This is an optimization exercise on Yosys and OpenROAD, whose aim is small area, not a production implementation. At most, simulation tests tie the RTL to the original design; equivalence was not proved. Power and IR drop assume default switching activity.

==> flow/design.v <==
module writeback_regfile #(
    parameter int unsigned DATA_WIDTH          = 32,
    parameter int unsigned ADDRESS_WIDTH       = 32,
    parameter int unsigned REG_FILE_ADDR_WIDTH = 5
) (
    input  logic                           clk,
    input  logic                           rst,
    input  logic                           regwritew,
    input  logic [2:0]                     resultsrcw,
    input  logic [DATA_WIDTH-1:0]          aluresultw,
    input  logic [DATA_WIDTH-1:0]          readdataw,
    input  logic [REG_FILE_ADDR_WIDTH-1:0] rdw,
    input  logic [DATA_WIDTH-1:0]          pcplus4w,
    input  logic [DATA_WIDTH-1:0]          immextw,
    input  logic [ADDRESS_WIDTH-1:0]       pctargetw,
    input  logic [REG_FILE_ADDR_WIDTH-1:0] rs1d,
    input  logic [REG_FILE_ADDR_WIDTH-1:0] rs2d,
    output logic [DATA_WIDTH-1:0]          rd1d,
    output logic [DATA_WIDTH-1:0]          rd2d,
    output logic [DATA_WIDTH-1:0]          resultw,
    output logic [DATA_WIDTH-1:0]          a0,
    output logic [31:0]                    retirecount
);
    localparam int unsigned NREG = 32;
    logic [NREG-1:1][DATA_WIDTH-1:0] regs_q;
    logic [31:0]                     retirecount_q;
    logic [DATA_WIDTH-1:0]           pctarget_ext;
    logic                            wr_en;
    logic                            byp1, byp2;
    logic [NREG-1:1]                 wen, dec1, dec2, sel1, sel2;
    logic [NREG-1:1]                 sel1_n, sel2_n;
    logic                            x31a_n, x31b_n, x31w_n, x31a, x31b, x31w;
    logic                            byp1_n, byp2_n, bsel1, bsel2;
    logic [4:0]                      rsel;
    if (ADDRESS_WIDTH >= DATA_WIDTH) begin : g_pct_trunc
        assign pctarget_ext = pctargetw[DATA_WIDTH-1:0];
    end else begin : g_pct_zext
        assign pctarget_ext = {{(DATA_WIDTH - ADDRESS_WIDTH){1'b0}}, pctargetw};
    end
    assign wr_en = regwritew && (rdw != '0);
    always_comb begin
        rsel[0] = (resultsrcw == 3'd0);
        rsel[1] = (resultsrcw == 3'd1);
        rsel[2] = (resultsrcw == 3'd2);
        rsel[3] = !resultsrcw[2] && resultsrcw[1];
        rsel[4] = (resultsrcw == 3'd4);
    end
    for (genvar b = 0; b < DATA_WIDTH; b++) begin : g_res
        logic ya, yb;
        wbr_aoi222 u_a (.a1(rsel[0]), .a2(aluresultw[b]),
                        .b1(rsel[1]), .b2(readdataw[b]),
                        .c1(rsel[2]), .c2(pcplus4w[b]), .y(ya));
        wbr_aoi32  u_b (.a1(rsel[3]), .a2(resultsrcw[0]), .a3(immextw[b]),
                        .b1(rsel[4]), .b2(pctarget_ext[b]), .y(yb));
        wbr_nand2  u_r (.a(ya), .b(yb), .y(resultw[b]));
    end
    logic [NREG-1:1] wr_hold, wr_load, wr_hold_n, wr_load_n;
    logic [NREG-1:1][DATA_WIDTH-1:0] regs_d;
    assign wr_load_n = ~(wen & {(NREG-1){!rst}});
    assign wr_hold_n = wen | {(NREG-1){rst}};
    for (genvar i = 1; i < NREG; i++) begin : g_wdrv
        wbr_inv u_l (.a(wr_load_n[i]), .y(wr_load[i]));
        wbr_inv u_h (.a(wr_hold_n[i]), .y(wr_hold[i]));
    end
    for (genvar i = 1; i < NREG; i++) begin : g_reg
        for (genvar b = 0; b < DATA_WIDTH; b++) begin : g_bit
            wbr_ao22 u_h (.a1(regs_q[i][b]), .a2(wr_hold[i]),
                          .b1(resultw[b]), .b2(wr_load[i]), .y(regs_d[i][b]));
        end
        always_ff @(posedge clk) begin
            regs_q[i] <= regs_d[i];
        end
    end
    logic [32:0] cnt_c;
    logic [31:0] cnt_s;
    assign cnt_c[0]  = wr_en;
    assign cnt_c[16] = wr_en && (&retirecount_q[15:0]);
    for (genvar i = 0; i < 32; i++) begin : g_cnt
        if (i == 15 || i == 31) begin : g_x
            assign cnt_s[i] = retirecount_q[i] ^ cnt_c[i];
        end else begin : g_h
            wbr_ha u (.a(retirecount_q[i]), .b(cnt_c[i]), .s(cnt_s[i]), .co(cnt_c[i+1]));
        end
    end
    always_ff @(posedge clk) begin
        retirecount_q <= rst ? '0 : cnt_s;
    end
    always_comb begin
        for (int i = 1; i < NREG; i++) begin
            wen[i]  = regwritew && (rdw == REG_FILE_ADDR_WIDTH'(i));
            dec1[i] = (rs1d == REG_FILE_ADDR_WIDTH'(i));
            dec2[i] = (rs2d == REG_FILE_ADDR_WIDTH'(i));
            sel1_n[i] = !(dec1[i] && !wen[i]);
            sel2_n[i] = !(dec2[i] && !wen[i]);
        end
    end
    assign byp1 = wr_en && (rs1d == rdw);
    assign byp2 = wr_en && (rs2d == rdw);
    assign byp1_n = !byp1;
    assign byp2_n = !byp2;
    assign x31a_n = !dec1[NREG-1];
    assign x31b_n = !dec2[NREG-1];
    assign x31w_n = wen[NREG-1];
    for (genvar i = 1; i < NREG - 1; i++) begin : g_sdrv
        wbr_inv u_1 (.a(sel1_n[i]), .y(sel1[i]));
        wbr_inv u_2 (.a(sel2_n[i]), .y(sel2[i]));
    end
    wbr_inv u_x31a (.a(x31a_n), .y(x31a));
    wbr_inv u_x31b (.a(x31b_n), .y(x31b));
    wbr_inv u_x31w (.a(x31w_n), .y(x31w));
    wbr_inv u_b1   (.a(byp1_n), .y(bsel1));
    wbr_inv u_b2   (.a(byp2_n), .y(bsel2));
    for (genvar b = 0; b < DATA_WIDTH; b++) begin : g_rd
        logic [NREG-1:1] col;
        for (genvar i = 1; i < NREG; i++) begin : g_col
            assign col[i] = regs_q[i][b];
        end
        wbr_read32 u_p1 (.sel(sel1[NREG-2:1]), .dec31(x31a), .nwen31(x31w),
                         .d(col), .bsel(bsel1), .bd(resultw[b]), .y(rd1d[b]));
        wbr_read32 u_p2 (.sel(sel2[NREG-2:1]), .dec31(x31b), .nwen31(x31w),
                         .d(col), .bsel(bsel2), .bd(resultw[b]), .y(rd2d[b]));
    end
    assign a0          = regs_q[10];
    assign retirecount = retirecount_q;
endmodule
module wbr_read32 (
    input  logic [30:1] sel,
    input  logic        dec31,
    input  logic        nwen31,
    input  logic [31:1] d,
    input  logic        bsel,
    input  logic        bd,
    output logic        y
);
    logic [10:0] n;
    logic [2:0]  m;
    for (genvar k = 0; k < 10; k++) begin : g_a
        wbr_aoi222 u (.a1(sel[3*k+1]), .a2(d[3*k+1]),
                      .b1(sel[3*k+2]), .b2(d[3*k+2]),
                      .c1(sel[3*k+3]), .c2(d[3*k+3]), .y(n[k]));
    end
    wbr_aoi32 u_l (.a1(dec31), .a2(nwen31), .a3(d[31]), .b1(bsel), .b2(bd), .y(n[10]));
    wbr_nand4 u_m0 (.a(n[0]), .b(n[1]), .c(n[2]),  .d(n[3]), .y(m[0]));
    wbr_nand4 u_m1 (.a(n[4]), .b(n[5]), .c(n[6]),  .d(n[7]), .y(m[1]));
    wbr_nand3 u_m2 (.a(n[8]), .b(n[9]), .c(n[10]), .y(m[2]));
    wbr_or3   u_o  (.a(m[0]), .b(m[1]), .c(m[2]), .y(y));
endmodule
module wbr_ha (input logic a, b, output logic s, co);
    assign {co, s} = {1'b0, a} + {1'b0, b};
endmodule
module wbr_inv (input logic a, output logic y);
    assign y = !a;
endmodule
module wbr_ao22 (input logic a1, a2, b1, b2, output logic y);
    assign y = (a1 && a2) || (b1 && b2);
endmodule
module wbr_aoi222 (input logic a1, a2, b1, b2, c1, c2, output logic y);
    assign y = !((a1 && a2) || (b1 && b2) || (c1 && c2));
endmodule
module wbr_aoi32 (input logic a1, a2, a3, b1, b2, output logic y);
    assign y = !((a1 && a2 && a3) || (b1 && b2));
endmodule
module wbr_nand2 (input logic a, b, output logic y);
    assign y = !(a && b);
endmodule
module wbr_nand3 (input logic a, b, c, output logic y);
    assign y = !(a && b && c);
endmodule
module wbr_nand4 (input logic a, b, c, d, output logic y);
    assign y = !(a && b && c && d);
endmodule
module wbr_or3 (input logic a, b, c, output logic y);
    assign y = a || b || c;
endmodule
Settings: LEC_CHECK=0, CAP_MARGIN=20, CORE_MARGIN=2, CORE_UTILIZATION=45, CTS_CLUSTER_DIAMETER=80, CTS_CLUSTER_SIZE=24, SLEW_MARGIN=20, SYNTH_HIERARCHICAL=1; clock period 7.0 ns.
standard.sh (not shown) runs the stock make flow with config.mk's settings and CLKGATE_MAP_FILE= SYNTH_SCRIPT=/design/flow/synth_recipe.tcl, a recipe that flattens the netlist after the stock synthesis.
==> flow/flow/run.sh <==
#!/bin/bash
# The standard layout (the standard.sh, all ORFS steps through finish),
# with one change: the port buffers that global placement inserts use the
# smallest buffer, sky130_fd_sc_hd__buf_1, instead of the default choice.
# Each ORFS step's full log stays under orfs/logs/; make's own output goes
# to standard_make.log in this folder.
set -euo pipefail
bash standard.sh "BUFFER_PORTS_ARGS=-buffer_cell sky130_fd_sc_hd__buf_1" finish > standard_make.log 2>&1
Change:
--- a/flow/design.v
+++ b/flow/design.v
@@ -28,9 +28,6 @@
     logic                            wr_en;
     logic                            byp1, byp2;
     logic [NREG-1:1]                 wen, dec1, dec2, sel1, sel2;
-    logic [NREG-1:1]                 sel1_n, sel2_n;
-    logic                            x31a_n, x31b_n, x31w_n, x31a, x31b, x31w;
-    logic                            byp1_n, byp2_n, bsel1, bsel2;
     logic [4:0]                      rsel;
     if (ADDRESS_WIDTH >= DATA_WIDTH) begin : g_pct_trunc
         assign pctarget_ext = pctargetw[DATA_WIDTH-1:0];
@@ -54,14 +51,10 @@
                         .b1(rsel[4]), .b2(pctarget_ext[b]), .y(yb));
         wbr_nand2  u_r (.a(ya), .b(yb), .y(resultw[b]));
     end
-    logic [NREG-1:1] wr_hold, wr_load, wr_hold_n, wr_load_n;
+    logic [NREG-1:1] wr_hold, wr_load;
     logic [NREG-1:1][DATA_WIDTH-1:0] regs_d;
-    assign wr_load_n = ~(wen & {(NREG-1){!rst}});
-    assign wr_hold_n = wen | {(NREG-1){rst}};
-    for (genvar i = 1; i < NREG; i++) begin : g_wdrv
-        wbr_inv u_l (.a(wr_load_n[i]), .y(wr_load[i]));
-        wbr_inv u_h (.a(wr_hold_n[i]), .y(wr_hold[i]));
-    end
+    assign wr_load = wen & {(NREG-1){!rst}};
+    assign wr_hold = ~(wen | {(NREG-1){rst}});
     for (genvar i = 1; i < NREG; i++) begin : g_reg
         for (genvar b = 0; b < DATA_WIDTH; b++) begin : g_bit
             wbr_ao22 u_h (.a1(regs_q[i][b]), .a2(wr_hold[i]),
@@ -90,35 +83,21 @@
             wen[i]  = regwritew && (rdw == REG_FILE_ADDR_WIDTH'(i));
             dec1[i] = (rs1d == REG_FILE_ADDR_WIDTH'(i));
             dec2[i] = (rs2d == REG_FILE_ADDR_WIDTH'(i));
-            sel1_n[i] = !(dec1[i] && !wen[i]);
-            sel2_n[i] = !(dec2[i] && !wen[i]);
+            sel1[i] = dec1[i] && !wen[i];
+            sel2[i] = dec2[i] && !wen[i];
         end
     end
     assign byp1 = wr_en && (rs1d == rdw);
     assign byp2 = wr_en && (rs2d == rdw);
-    assign byp1_n = !byp1;
-    assign byp2_n = !byp2;
-    assign x31a_n = !dec1[NREG-1];
-    assign x31b_n = !dec2[NREG-1];
-    assign x31w_n = wen[NREG-1];
-    for (genvar i = 1; i < NREG - 1; i++) begin : g_sdrv
-        wbr_inv u_1 (.a(sel1_n[i]), .y(sel1[i]));
-        wbr_inv u_2 (.a(sel2_n[i]), .y(sel2[i]));
-    end
-    wbr_inv u_x31a (.a(x31a_n), .y(x31a));
-    wbr_inv u_x31b (.a(x31b_n), .y(x31b));
-    wbr_inv u_x31w (.a(x31w_n), .y(x31w));
-    wbr_inv u_b1   (.a(byp1_n), .y(bsel1));
-    wbr_inv u_b2   (.a(byp2_n), .y(bsel2));
     for (genvar b = 0; b < DATA_WIDTH; b++) begin : g_rd
         logic [NREG-1:1] col;
         for (genvar i = 1; i < NREG; i++) begin : g_col
             assign col[i] = regs_q[i][b];
         end
-        wbr_read32 u_p1 (.sel(sel1[NREG-2:1]), .dec31(x31a), .nwen31(x31w),
-                         .d(col), .bsel(bsel1), .bd(resultw[b]), .y(rd1d[b]));
-        wbr_read32 u_p2 (.sel(sel2[NREG-2:1]), .dec31(x31b), .nwen31(x31w),
-                         .d(col), .bsel(bsel2), .bd(resultw[b]), .y(rd2d[b]));
+        wbr_read32 u_p1 (.sel(sel1[NREG-2:1]), .dec31(dec1[NREG-1]), .nwen31(!wen[NREG-1]),
+                         .d(col), .bsel(byp1), .bd(resultw[b]), .y(rd1d[b]));
+        wbr_read32 u_p2 (.sel(sel2[NREG-2:1]), .dec31(dec2[NREG-1]), .nwen31(!wen[NREG-1]),
+                         .d(col), .bsel(byp2), .bd(resultw[b]), .y(rd2d[b]));
     end
     assign a0          = regs_q[10];
     assign retirecount = retirecount_q;
@@ -148,9 +127,6 @@
 module wbr_ha (input logic a, b, output logic s, co);
     assign {co, s} = {1'b0, a} + {1'b0, b};
 endmodule
-module wbr_inv (input logic a, output logic y);
-    assign y = !a;
-endmodule
 module wbr_ao22 (input logic a1, a2, b1, b2, output logic y);
     assign y = (a1 && a2) || (b1 && b2);
 endmodule
After rerunning: The new run finished clean; design area is about the same; sequential power barely changes; count of clock-buffer cells in the layout rises by 6; global-route usage goes down by 0.37 points; cell count goes down by 3.2%; die area shrinks by 1.3%; worst setup slack gets better by 0.19 ns; total power is about the same; wire length is lower by 1.5%; area after synthesis drops by 1.3%; flip-flop and latch count stays the same; first-iteration DRC count decreases by 3.2%; hold slack hardly moves; via count decreases by 1.2%.


Another version of the RTL of writeback_regfile (not shown whole).
Size: roughly 2500 cells after synthesis, about 42000 µm² of cells after synthesis.
==> module writeback_regfile, before the edit <==
module writeback_regfile #(
    parameter int unsigned DATA_WIDTH          = 32,
    parameter int unsigned ADDRESS_WIDTH       = 32,
    parameter int unsigned REG_FILE_ADDR_WIDTH = 5
) (
    input  logic                           clk,
    input  logic                           rst,
    input  logic                           regwritew,
    input  logic [2:0]                     resultsrcw,
    input  logic [DATA_WIDTH-1:0]          aluresultw,
    input  logic [DATA_WIDTH-1:0]          readdataw,
    input  logic [REG_FILE_ADDR_WIDTH-1:0] rdw,
    input  logic [DATA_WIDTH-1:0]          pcplus4w,
    input  logic [DATA_WIDTH-1:0]          immextw,
    input  logic [ADDRESS_WIDTH-1:0]       pctargetw,
    input  logic [REG_FILE_ADDR_WIDTH-1:0] rs1d,
    input  logic [REG_FILE_ADDR_WIDTH-1:0] rs2d,
    output logic [DATA_WIDTH-1:0]          rd1d,
    output logic [DATA_WIDTH-1:0]          rd2d,
    output logic [DATA_WIDTH-1:0]          resultw,
    output logic [DATA_WIDTH-1:0]          a0,
    output logic [31:0]                    retirecount
);
    localparam int unsigned NREG = 32;
    logic [NREG-1:1][DATA_WIDTH-1:0] regs_q;
    logic [31:0]                     retirecount_q;
    logic [DATA_WIDTH-1:0]           pctarget_ext;
    logic [DATA_WIDTH-1:0]           wdata;
    logic                            wr_en;
    logic                            byp1, byp2;
    logic [NREG-1:1]                 wen, dec1, dec2, sel1, sel2;
    logic [4:0]                      rsel;
    if (ADDRESS_WIDTH >= DATA_WIDTH) begin : g_pct_trunc
        assign pctarget_ext = pctargetw[DATA_WIDTH-1:0];
    end else begin : g_pct_zext
        assign pctarget_ext = {{(DATA_WIDTH - ADDRESS_WIDTH){1'b0}}, pctargetw};
    end
    assign wr_en = regwritew && (rdw != '0);
    always_comb begin
        rsel[0] = (resultsrcw == 3'd0);
        rsel[1] = (resultsrcw == 3'd1);
        rsel[2] = (resultsrcw == 3'd2);
        rsel[3] = !resultsrcw[2] && resultsrcw[1];
        rsel[4] = (resultsrcw == 3'd4);
    end
    for (genvar b = 0; b < DATA_WIDTH; b++) begin : g_res
        logic ya, yb;
        wbr_aoi222 u_a (.a1(rsel[0]), .a2(aluresultw[b]),
                        .b1(rsel[1]), .b2(readdataw[b]),
                        .c1(rsel[2]), .c2(pcplus4w[b]), .y(ya));
        wbr_aoi32  u_b (.a1(rsel[3]), .a2(resultsrcw[0]), .a3(immextw[b]),
                        .b1(rsel[4]), .b2(pctarget_ext[b]), .y(yb));
        wbr_nand2  u_r (.a(ya), .b(yb), .y(resultw[b]));
    end
    assign wdata = rst ? '0 : resultw;
    for (genvar i = 1; i < NREG; i++) begin : g_reg
        always_ff @(posedge clk) begin
            if (rst || wen[i]) begin
                regs_q[i] <= wdata;
            end
        end
    end
    always_ff @(posedge clk) begin
        if (rst) begin
            retirecount_q <= '0;
        end else if (wr_en) begin
            retirecount_q <= retirecount_q + 32'd1;
        end
    end
    always_comb begin
        for (int i = 1; i < NREG; i++) begin
            wen[i]  = regwritew && (rdw == REG_FILE_ADDR_WIDTH'(i));
            dec1[i] = (rs1d == REG_FILE_ADDR_WIDTH'(i));
            dec2[i] = (rs2d == REG_FILE_ADDR_WIDTH'(i));
            sel1[i] = dec1[i] && !wen[i];
            sel2[i] = dec2[i] && !wen[i];
        end
    end
    assign byp1 = wr_en && (rs1d == rdw);
    assign byp2 = wr_en && (rs2d == rdw);
    for (genvar b = 0; b < DATA_WIDTH; b++) begin : g_rd
        logic [NREG-1:1] col;
        for (genvar i = 1; i < NREG; i++) begin : g_col
            assign col[i] = regs_q[i][b];
        end
        wbr_read32 u_p1 (.sel(sel1[NREG-2:1]), .dec31(dec1[NREG-1]), .nwen31(!wen[NREG-1]),
                         .d(col), .bsel(byp1), .bd(resultw[b]), .y(rd1d[b]));
        wbr_read32 u_p2 (.sel(sel2[NREG-2:1]), .dec31(dec2[NREG-1]), .nwen31(!wen[NREG-1]),
                         .d(col), .bsel(byp2), .bd(resultw[b]), .y(rd2d[b]));
    end
    assign a0          = regs_q[10];
    assign retirecount = retirecount_q;
endmodule
==> module wbr_read32, before the edit <==
module wbr_read32 (
    input  logic [30:1] sel,
    input  logic        dec31,
    input  logic        nwen31,
    input  logic [31:1] d,
    input  logic        bsel,
    input  logic        bd,
    output logic        y
);
    logic [10:0] n;
    logic [2:0]  m;
    for (genvar k = 0; k < 10; k++) begin : g_a
        wbr_aoi222 u (.a1(sel[3*k+1]), .a2(d[3*k+1]),
                      .b1(sel[3*k+2]), .b2(d[3*k+2]),
                      .c1(sel[3*k+3]), .c2(d[3*k+3]), .y(n[k]));
    end
    wbr_aoi32 u_l (.a1(dec31), .a2(nwen31), .a3(d[31]), .b1(bsel), .b2(bd), .y(n[10]));
    wbr_nand4 u_m0 (.a(n[0]), .b(n[1]), .c(n[2]),  .d(n[3]), .y(m[0]));
    wbr_nand4 u_m1 (.a(n[4]), .b(n[5]), .c(n[6]),  .d(n[7]), .y(m[1]));
    wbr_nand3 u_m2 (.a(n[8]), .b(n[9]), .c(n[10]), .y(m[2]));
    wbr_or3   u_o  (.a(m[0]), .b(m[1]), .c(m[2]), .y(y));
endmodule
==> module wbr_aoi32, before the edit <==
module wbr_aoi32 (input logic a1, a2, a3, b1, b2, output logic y);
    assign y = !((a1 && a2 && a3) || (b1 && b2));
endmodule
clock: 7.0 ns
lec_check: 0
cap_margin: 20
core_margin: 2
core_utilization: 40
slew_margin: 20
synth_hierarchical: 1
run.sh (not shown) runs the stock make flow with config.mk's settings and CLKGATE_MAP_FILE= SYNTH_SCRIPT=/design/flow/synth_recipe.tcl, a recipe that flattens the netlist after the stock synthesis.
Stock flow here: none of the scripts above is used.
Change:
--- a/flow/design.v
+++ b/flow/design.v
@@ -29,5 +29,5 @@
     logic                            wr_en;
     logic                            byp1, byp2;
-    logic [NREG-1:1]                 wen, dec1, dec2, sel1, sel2;
+    logic [NREG-1:1]                 sel1, sel2;
     logic [4:0]                      rsel;
     if (ADDRESS_WIDTH >= DATA_WIDTH) begin : g_pct_trunc
@@ -38,9 +38,5 @@
     assign wr_en = regwritew && (rdw != '0);
     always_comb begin
-        rsel[0] = (resultsrcw == 3'd0);
-        rsel[1] = (resultsrcw == 3'd1);
-        rsel[2] = (resultsrcw == 3'd2);
-        rsel[3] = !resultsrcw[2] && resultsrcw[1];
-        rsel[4] = (resultsrcw == 3'd4);
+        for (int k = 0; k < 5; k++) rsel[k] = (resultsrcw == 3'(k));
     end
     for (genvar b = 0; b < DATA_WIDTH; b++) begin : g_res
@@ -49,12 +45,12 @@
                         .b1(rsel[1]), .b2(readdataw[b]),
                         .c1(rsel[2]), .c2(pcplus4w[b]), .y(ya));
-        wbr_aoi32  u_b (.a1(rsel[3]), .a2(resultsrcw[0]), .a3(immextw[b]),
+        wbr_aoi22  u_b (.a1(rsel[3]), .a2(immextw[b]),
                         .b1(rsel[4]), .b2(pctarget_ext[b]), .y(yb));
         wbr_nand2  u_r (.a(ya), .b(yb), .y(resultw[b]));
+        wbr_aoi21  u_w (.a1(ya), .a2(yb), .b(rst), .y(wdata[b]));
     end
-    assign wdata = rst ? '0 : resultw;
     for (genvar i = 1; i < NREG; i++) begin : g_reg
         always_ff @(posedge clk) begin
-            if (rst || wen[i]) begin
+            if (rst || (regwritew && (rdw == REG_FILE_ADDR_WIDTH'(i)))) begin
                 regs_q[i] <= wdata;
             end
@@ -68,15 +64,12 @@
         end
     end
+    assign byp1 = wr_en && (rs1d == rdw);
+    assign byp2 = wr_en && (rs2d == rdw);
     always_comb begin
         for (int i = 1; i < NREG; i++) begin
-            wen[i]  = regwritew && (rdw == REG_FILE_ADDR_WIDTH'(i));
-            dec1[i] = (rs1d == REG_FILE_ADDR_WIDTH'(i));
-            dec2[i] = (rs2d == REG_FILE_ADDR_WIDTH'(i));
-            sel1[i] = dec1[i] && !wen[i];
-            sel2[i] = dec2[i] && !wen[i];
+            sel1[i] = !byp1 && (rs1d == REG_FILE_ADDR_WIDTH'(i));
+            sel2[i] = !byp2 && (rs2d == REG_FILE_ADDR_WIDTH'(i));
         end
     end
-    assign byp1 = wr_en && (rs1d == rdw);
-    assign byp2 = wr_en && (rs2d == rdw);
     for (genvar b = 0; b < DATA_WIDTH; b++) begin : g_rd
         logic [NREG-1:1] col;
@@ -84,8 +77,6 @@
             assign col[i] = regs_q[i][b];
         end
-        wbr_read32 u_p1 (.sel(sel1[NREG-2:1]), .dec31(dec1[NREG-1]), .nwen31(!wen[NREG-1]),
-                         .d(col), .bsel(byp1), .bd(resultw[b]), .y(rd1d[b]));
-        wbr_read32 u_p2 (.sel(sel2[NREG-2:1]), .dec31(dec2[NREG-1]), .nwen31(!wen[NREG-1]),
-                         .d(col), .bsel(byp2), .bd(resultw[b]), .y(rd2d[b]));
+        wbr_read32 u_p1 (.sel(sel1), .d(col), .bsel(byp1), .bd(resultw[b]), .y(rd1d[b]));
+        wbr_read32 u_p2 (.sel(sel2), .d(col), .bsel(byp2), .bd(resultw[b]), .y(rd2d[b]));
     end
     assign a0          = regs_q[10];
@@ -93,7 +84,5 @@
 endmodule
 module wbr_read32 (
-    input  logic [30:1] sel,
-    input  logic        dec31,
-    input  logic        nwen31,
+    input  logic [31:1] sel,
     input  logic [31:1] d,
     input  logic        bsel,
@@ -108,5 +97,5 @@
                       .c1(sel[3*k+3]), .c2(d[3*k+3]), .y(n[k]));
     end
-    wbr_aoi32 u_l (.a1(dec31), .a2(nwen31), .a3(d[31]), .b1(bsel), .b2(bd), .y(n[10]));
+    wbr_aoi22 u_l (.a1(sel[31]), .a2(d[31]), .b1(bsel), .b2(bd), .y(n[10]));
     wbr_nand4 u_m0 (.a(n[0]), .b(n[1]), .c(n[2]),  .d(n[3]), .y(m[0]));
     wbr_nand4 u_m1 (.a(n[4]), .b(n[5]), .c(n[6]),  .d(n[7]), .y(m[1]));
@@ -117,6 +106,9 @@
     assign y = !((a1 && a2) || (b1 && b2) || (c1 && c2));
 endmodule
-module wbr_aoi32 (input logic a1, a2, a3, b1, b2, output logic y);
-    assign y = !((a1 && a2 && a3) || (b1 && b2));
+module wbr_aoi22 (input logic a1, a2, b1, b2, output logic y);
+    assign y = !((a1 && a2) || (b1 && b2));
+endmodule
+module wbr_aoi21 (input logic a1, a2, b, output logic y);
+    assign y = !((a1 && a2) || b);
 endmodule
 module wbr_nand2 (input logic a, b, output logic y);
Outcome: The changed run ran to the end with violations: setup timing. Routed wire length rises by 0.33%. Sequential share of layout area falls by 1.4 points. Final area rises by 2.5%. Sequential cell count stays the same. Non-clock buffer count rises by 50. Via count is about the same. Worst setup slack is worse by 0.15 ns. Power rises by 1.6%. Global-route usage rises by 0.16 points. Register-to-register slack hardly moves. Worst hold slack is better by 0.013 ns. Maximum frequency falls by 2.2%. Clock power rises by about 4%.
The RTL of the second run of this note was laid out without a check of its function.

==> afterwards: timing with drivers on the ports <==
In the flow no input, the clock included, has a driving cell. The finished layouts below were timed again as built, in two steps. Step 1 assumes that a clkbuf_16 drives the clock port and a buf_2 every other input. Step 2 times the ports against the registers' clock, not the clock port: input delays grow and output delays shrink by t, the midpoint of the rising clock arrivals with the driver on. Three values: ideal ports, drivers, drivers and shift; two values: the first two.
run | t (ns) | setup WS [ns] | worst register clock-pin slew, ns
the first run of note 1 | 0.752 | 0.372 / 0.328 / 0.328 | 0.10 / 0.10
the second run of note 1 | 0.729 | 0.565 / 0.536 / 0.536 | 0.10 / 0.10
the first run of note 2 | 0.742 | 0.125 / 0.090 / 0.090 | 0.06 / 0.06
the second run of note 2 | 0.768 | -0.027 / -0.051 / -0.051 | 0.07 / 0.07
For the first run of note 1, which loses most, drivers alone change the setup slack by -0.044 ns; drivers and shift together by -0.044 ns.
